This design comes from an exercise in tuning for small area and a short achievable clock period on the open sky130 flow, not from production work. RTL that was checked went through simulation tests only; none was proved equivalent to the original. Power figures rest on the tool's default switching activity, not on a simulated workload.

Setup of run 1:
Design neoPixelTop, start of the top module:
module neoPixelTop (
  input  wire                             busClk,
  input  wire                             arstN,
  input  wire [neoBusPkg::addrWidth-1:0]  busAddr,
  input  wire [neoBusPkg::dataWidth-1:0]  busDataIn,
  input  wire                             busWrite,
  input  wire                             busRead,
  output logic [neoBusPkg::dataWidth-1:0] busDataOut,
  output logic                            busReady,
  output logic                            neoData
);
  logic [1:0] region;
  logic [3:0] regIx;
  logic       wrVirtual;
  logic       wrDelta;
  logic       wrRaw;
  logic       wrReg;
  assign region    = busAddr[neoBusPkg::addrWidth-1 -: 2];
  assign regIx     = busAddr[3:0];
  assign wrVirtual = busWrite && region == neoBusPkg::regionVirtual;
  assign wrDelta   = busWrite && region == neoBusPkg::regionDelta;
  assign wrRaw     = busWrite && region == neoBusPkg::regionRaw;
  assign wrReg     = busWrite && region == neoBusPkg::regionReg;
  logic        virtualPending;
  logic [12:0] regMax;
  logic        ctrlInit;
  logic        ctrlLimit;
  logic        ctrlRun;
  logic        ctrlLoop;
  logic        ctrl32;
  logic        frameDone;
  logic        regRun;
  logic        busy;
  always_ff @(posedge busClk) busReady <= ~wrVirtual;  
  assign regRun = ctrlRun & ~frameDone;  
  always_ff @(posedge busClk or negedge arstN) begin
    if (!arstN) begin
      virtualPending <= 1'b0;
      regMax    <= '0;
      ctrlInit  <= 1'b0;
      ctrlLimit <= 1'b0;
      ctrlRun   <= 1'b0;
  ...
clock: 6.0 ns
lec_check: 0
cap_margin: 20
core_margin: 2
core_utilization: 60
cts_cluster_diameter: 90
cts_cluster_size: 26
place_density: 0.7
setup_slack_margin: 3.55
slew_margin: 20
tns_end_percent: 100
run.sh (not shown) runs the stock make flow with config.mk's settings and CLKGATE_MAP_FILE= SYNTH_SCRIPT=/design/flow/synth_recipe.tcl, a recipe that flattens the netlist after the stock synthesis.
Per the final summary, run 1 finished and its layout is clean on timing, DRC and antenna.
The following lists how run 2 was set up differently from run 1:
--- a/flow/config.mk
+++ b/flow/config.mk
@@ -14 +14 @@
-export SETUP_SLACK_MARGIN = 3.55
+export SETUP_SLACK_MARGIN = 3.4
[summary]
Per the final summary, run 2 finished and its layout is clean on timing, DRC and antenna. Changes observed in run 2 relative to run 1: pre-CTS setup slack rose 0.12 ns; final cell utilization of the core now sits lower; count of fill cells added during filler insertion now larger. Compared with run 1, run 2 shows a lower antenna cell count. Run 2 against run 1: combinational power share went down, number of buffers other than clock buffers in the final layout went down, layout overhead on the synthesized area went down, wire length on met1 went down. Maximum number of pins on one net before global-route repair, run 2 vs run 1: down by a little under 10%. Any difference in clock skew between run 1 and run 2 is small enough to ignore.
Input-level comparison between run 3 and run 2:
--- a/flow/config.mk
+++ b/flow/config.mk
@@ -14 +14 @@
-export SETUP_SLACK_MARGIN = 3.4
+export SETUP_SLACK_MARGIN = 3.75
Notes after the runs:
- mux4_2 as the cell type of the slowest stage on the worst timing path was reported by run 2, and edfxtp_1 by run 3.
- The share of total power in the clock network number comes out lower for run 3 vs run 2.
- Run 2 ended up with reg -> reg as its critical path start-end classification; run 3 ended up with reg -> out.
- NOTE maximum number of pins on one net before global-route repair run 2->run 3 increased by a few percent
- Looking at register share of total power across run 3 and run 2, the one that comes out lower is run 3.
- There was hardly any difference in count of multi-input gates between run 2 and run 3.

========
run A:
neoPixelTop, a different RTL version from the one above (not shown whole).
Size in the first run: ~4800 cells after synthesis, ~40 I/O pins, roughly 110000 um^2 of cells after synthesis.
clock: 6.0 ns
lec_check: 0
abc_clock_period_in_ps: 2700
cap_margin: 20
core_margin: 2
core_utilization: 35
gpl_timing_driven: 1
setup_slack_margin: 3.3
slew_margin: 20
tns_end_percent: 100
Run A has completed all stages; timing, DRC and antenna checks passed.
Edits applied to the flow inputs when going from run A to run B:
Settings: clearing GPL_TIMING_DRIVEN, which used to be 1; clearing ABC_CLOCK_PERIOD_IN_PS, which used to be 2700.
Notes after the runs:
Run A -> run B: post-route clock period utilization delta 0, exact match
Reported for run B and run A, starting density of the core turned out identical to the last digit.
Reported for run B and run A, final critical-path required period turned out identical to the last digit.
As far as first-iteration DRC count is concerned, run B and run A perform about the same.
As far as setup slack goes, run A and run B are indistinguishable; the numbers are identical.
Diff run A..run B | flip-flop and latch count | unchanged
diff inputs: run B => run C
Settings: a deleted SETUP_SLACK_MARGIN that had been 3.3; a deleted TNS_END_PERCENT that had been 100.
Compared with run B, run C shows a higher portion of the clock cycle consumed by the worst path in the final layout.
Diff run B and run C: post-cts sizing count lower in run C
Run C vs. run B: count of fill cells added during filler insertion increased by 2.2% relative to the old numbers; HPWL after detailed placement decreased by 0.68% relative to the old numbers; net switching component of the power decreased by about 6.6% relative to the old numbers.
Overall power consumption of run C falls short of that of run B by a few percent.
From run B to run C the numbers moved as follows: final design area excluding fillers now smaller, count of vias placed by the detailed router now smaller.

========
neoPixelTop, a different RTL version from the one above (not shown whole).
Size in the first run: about 5,400 cells after synthesis, about 0.11 sq mm of cells after synthesis.
Settings: LEC_CHECK=0, CAP_MARGIN=20, CORE_MARGIN=2, CORE_UTILIZATION=35, SETUP_SLACK_MARGIN=3.5, SLEW_MARGIN=20, TNS_END_PERCENT=100; clock period 6.0 ns.
Change:
Settings changed: CORE_UTILIZATION 35 to 60, PLACE_DENSITY from default to 0.7.
Result: Cell area shrinks by 2.5%; count of clock-buffer cells in the layout rises by 6; maximum frequency rose by 2.5%; global-route usage increases by 13 points; total power decreases by 1.2%; synthesized cell count does not change; clock power decreases by about 3%; core utilization increases by 29 points; sequential power hardly moves; die area falls by 41%; wire length is lower by 2.0%.
Change:
Settings changed: CTS_CLUSTER_DIAMETER from default to 100, CTS_CLUSTER_SIZE from default to 30.
The changed run finished clean.
Total power shrinks by 20%.
Design area shrinks by 4.0%.
First-iteration DRC count shrinks by 3.5%.
Sequential power hardly moves.
Clock-buffer cell count shrinks by 219.
Setup slack improved by 0.029 ns.
Core utilization shrinks by 2.9 points.
Global-route usage shrinks by 1.4 points.
Non-clock buffer count grows by 45.
Wire length shrinks by 3.4%.

========
Another version of the RTL of neoPixelTop (not shown whole).
Size: roughly 5900 cells after synthesis, ~40 I/O pins.
export LEC_CHECK = 0
export CAP_MARGIN = 20
export CORE_MARGIN = 2
export CORE_UTILIZATION = 60
export CTS_CLUSTER_DIAMETER = 90
export CTS_CLUSTER_SIZE = 26
export PLACE_DENSITY = 0.7
export SETUP_SLACK_MARGIN = 3.4
export SLEW_MARGIN = 20
export TNS_END_PERCENT = 100
create_clock -name core_clock -period 6.0 [get_ports {busClk}]
Rerun with:
CTS_CLUSTER_DIAMETER = 80   (was 90)
CTS_CLUSTER_SIZE = 22   (was 26)
Result: Worst setup slack got worse by 62 ps. Hold slack got worse by 47 ps. Maximum frequency went down by 2.0%. Design area rose by 0.96%. Synthesized cell count is unchanged. Utilization grows by 0.66 points. Clock skew stays flat.
Function was not checked in any run of this note: the RTL went through the layout flow alone.

-- what the ideal ports hide --
In the flow no input, the clock included, has a driving cell. The finished layouts below were timed again as built, in two steps. Step 1: set_driving_cell puts a clkbuf_16 on busClk and a buf_2 on each other input, an assumption about the parent block. Step 2 adds t to the input delays and takes it off the output delays; t is the mean of the earliest and latest rising clock arrival at the registers after step 1. Input paths then give back, and output paths get back, about the clock's delay inside the block. Three values: ideal, step 1, step 2; two values: the first two.
| run | t (ns) | setup slack, ns | worst data-port slew with drivers (ns) | cell pins on the clock port's net |
|---|---|---|---|---|
| run 1 | 0.916 | 3.441 / 3.349 / 2.693 | 0.08 | 1 |
| run 2 | 0.921 | 3.351 / 3.289 / 2.649 | 0.06 | 1 |
| run 3 | 0.910 | 3.442 / 3.351 / 2.883 | 0.06 | 1 |
| run A | 0.917 | 2.537 / 2.537 / 2.537 | 0.04 | 1 |
| run B | 0.917 | 2.537 / 2.537 / 2.537 | 0.04 | 1 |
| run C | 0.924 | 1.698 / 1.698 / 1.698 | 0.04 | 1 |
| the first run of note 3 | 0.949 | 3.126 / 3.009 / 2.579 | 0.15 | 1 |
| the second run of note 3 | 0.995 | 3.196 / 3.196 / 2.503 | 0.04 | 1 |
| the third run of note 3 | 0.887 | 3.224 / 3.224 / 2.670 | 0.04 | 1 |
| the first run of note 4 | 0.903 | 2.911 / 2.911 / 2.582 | 0.04 | 1 |
| the second run of note 4 | 0.957 | 2.849 / 2.849 / 2.544 | 0.04 | 1 |
After both steps setup and hold are still met in every run listed. The setup slack of run 1, which loses most, moves by -0.092 ns with the drivers and by -0.748 ns with both steps.
